Source: an optimization exercise on an open RTL-to-GDS flow (aim: small area and a short achievable clock period). Production flows keep margins and buffers that such runs may drop. The RTL was checked by simulation tests, not by an equivalence proof against the original design. Power and IR drop assume default switching activity.

==> flow/design.v (excerpt) <==
module lsq_top (
	input  wire logic        clock,
	input  wire logic        reset,
	input  wire logic        dispatch_valid,
	input  wire logic        dispatch_is_store,
	input  wire logic [4:0]  dispatch_rob_id,
	input  wire logic [1:0]  dispatch_size,
	input  wire logic        dispatch_is_signed,
	input  wire logic        load_done_valid,
	input  wire logic [4:0]  load_done_rob_id,
	input  wire logic [31:0] load_done_addr,
	input  wire logic [31:0] load_done_mem_data,
	input  wire logic        store_done_valid,
	input  wire logic [4:0]  store_done_rob_id,
	input  wire logic [31:0] store_done_addr,
	input  wire logic [31:0] store_done_data,
	input  wire logic        retire_load,
	input  wire logic        retire_store,
	output logic             load_result_valid,
	output logic [4:0]       load_result_rob_id,
	output logic [31:0]      load_result_data,
	output logic             load_result_forwarded,
	output logic             store_commit_valid,
	output logic [31:0]      store_commit_addr,
	output logic [31:0]      store_commit_data,
	output logic [1:0]       store_commit_size,
	output logic [4:0]       lq_free,
	output logic [4:0]       sq_free
);
Size in the first run: ~2700 cells after synthesis, about 880 flip-flops, roughly 0.038 sq mm of cells after synthesis.
==> flow/config.mk <==
export PLATFORM = sky130hd
export DESIGN_NAME = lsq_top
export DESIGN_NICKNAME = lsq_top
export VERILOG_FILES = /design/flow/design.v
export SDC_FILE = /design/flow/constraint.sdc
export NUM_CORES = 4
export LEC_CHECK = 0
export CAP_MARGIN = 20
export CORE_MARGIN = 2
export CORE_UTILIZATION = 40
export CTS_CLUSTER_DIAMETER = 60
export CTS_CLUSTER_SIZE = 20
export SETUP_SLACK_MARGIN = 3.2
export SLEW_MARGIN = 20
==> flow/constraint.sdc <==
create_clock -name core_clock -period 7.0 [get_ports {clock}]
set_input_delay 1.4000 -clock core_clock [delete_from_list [all_inputs] [get_ports {clock}]]
set_output_delay 1.4000 -clock core_clock [all_outputs]
set_load 0.01 [all_outputs]
standard.sh (not shown) runs the stock make flow with config.mk's settings and CLKGATE_MAP_FILE= SYNTH_SCRIPT=/design/flow/synth_recipe.tcl, a recipe that flattens the netlist after the stock synthesis.
==> flow/flow/run.sh <==
#!/bin/bash
# The standard layout (the standard.sh, standard synthesis included), except that the
# port buffers are plain sky130_fd_sc_hd__buf_2 cells instead of the delay buffers that
# buffer_ports picks on its own. Every input and output port still gets its buffer.
set -euo pipefail
export BUFFER_PORTS_ARGS="-buffer_cell sky130_fd_sc_hd__buf_2"
bash standard.sh finish > standard_make.log 2>&1
The baseline finished clean.
Next try:
- CTS_CLUSTER_DIAMETER: 60 -> 70
- CTS_CLUSTER_SIZE: 20 -> 25
After rerunning: The new run passed the timing, DRC and antenna checks; first-iteration DRC count went down by 8.1%; final cell count went down by 1.6%; routed wire length went down by 0.74%; register-to-register slack is worse by 0.02 ns; worst setup slack is worse by 0.0051 ns; total power went down by 10%; sequential power hardly moves; non-clock buffer count went down by 13.
Next try:
==> flow/run.sh (new file) <==
#!/bin/bash
# synth_recipe.tcl (not shown) runs the flow's synth.tcl, then flattens the netlist and writes it again
# the make line also repeats each setting of config.mk as NAME=value (left out here)
make -C /OpenROAD-flow-scripts/flow DESIGN_CONFIG=/design/flow/config.mk WORK_HOME=/design/flow/orfs CLKGATE_MAP_FILE= SYNTH_SCRIPT=/design/flow/synth_recipe.tcl finish
- CTS_CLUSTER_DIAMETER: 70 -> not set
- CTS_CLUSTER_SIZE: 25 -> not set
- SETUP_SLACK_MARGIN: 3.2 -> 3.5
removed: flow/flow/run.sh
removed: flow/standard.sh
What happened: The changed run passed the timing, DRC and antenna checks. Synthesized area is unchanged. Cell count climbs by a few percent. Clock power climbs by well over a third. Total power climbs by about a fifth. Clock-buffer cell count climbs by 68. Routed wire length climbs by a few percent. Via count climbs by a few percent. Critical path depth climbs by 3. Non-clock buffer count climbs by 97. Die area stays the same. Worst setup slack got worse by 0.15 ns.

* * *

Setup of run a:
Another version of the RTL of lsq_top (not shown whole).
Size: ~2600 cells after synthesis, about 870 flip-flops, ~270 I/O pins, ~38000 sq um of cells after synthesis.
export LEC_CHECK = 0
export CAP_MARGIN = 20
export CORE_MARGIN = 2
export CORE_UTILIZATION = 50
export CTS_CLUSTER_DIAMETER = 70
export CTS_CLUSTER_SIZE = 25
export SETUP_SLACK_MARGIN = 3.2
export SLEW_MARGIN = 20
create_clock -name core_clock -period 7.0 [get_ports {clock}]
==> flow/flow/run.sh <==
#!/bin/bash
# The standard layout (the standard.sh, standard synthesis included), except that the
# port buffers are plain sky130_fd_sc_hd__buf_2 cells instead of the delay buffers that
# buffer_ports picks on its own. Every input and output port still gets its buffer.
set -euo pipefail
export BUFFER_PORTS_ARGS="-buffer_cell sky130_fd_sc_hd__buf_2"
bash standard.sh finish > standard_make.log 2>&1
--- input diff run a..run b ---
- changing CTS_CLUSTER_SIZE from 25 to 30
- changing CORE_UTILIZATION from 50 to 40
- changing CTS_CLUSTER_DIAMETER from 70 to 80
==> summary.txt <==
Run a → run b: minimum clock period saw a decrease; global-route track usage on met3 fell 1.9 points.
Compared with run a, run b is more frugal on power.
Run b vs run a on relative contribution of combinational cells to total power: run b is the higher one.
Wire length of the first global-routing pass: run b vs run a, no meaningful difference

-- afterwards: timing with drivers on the ports --
The flow's constraints put no driver on any port. The routed layouts listed below were extracted and timed again, unchanged, in two steps. Step 1 assumes that a clkbuf_16 drives the clock port and a buf_2 every other input. Step 2 also shifts input and output timing later by t, the mid clock arrival at the registers, as if the neighbouring blocks saw the same clock. a / b / c = ideal ports / drivers / drivers and shift; a / b = the first two.
| run | shift t [ns] | setup slack, ns | hold WS [ns] |
|---|---|---|---|
| the first run of note 1 | 0.744 | 3.149 / 3.088 / 2.344 | 0.497 / 0.497 / 0.497 |
| the second run of note 1 | 0.736 | 3.144 / 3.066 / 2.348 | 0.499 / 0.499 / 0.499 |
| the third run of note 1 | 0.738 | 2.991 / 3.043 / 2.305 | 0.504 / 0.504 / 0.504 |
| run a | 0.693 | 3.133 / 3.033 / 2.340 | 0.499 / 0.499 / 0.499 |
| run b | 0.706 | 3.143 / 3.038 / 2.332 | 0.494 / 0.494 / 0.494 |
After both steps setup and hold are still met in every run listed. The setup slack of run b, which loses most, moves by -0.105 ns with the drivers and by -0.811 ns with both steps.
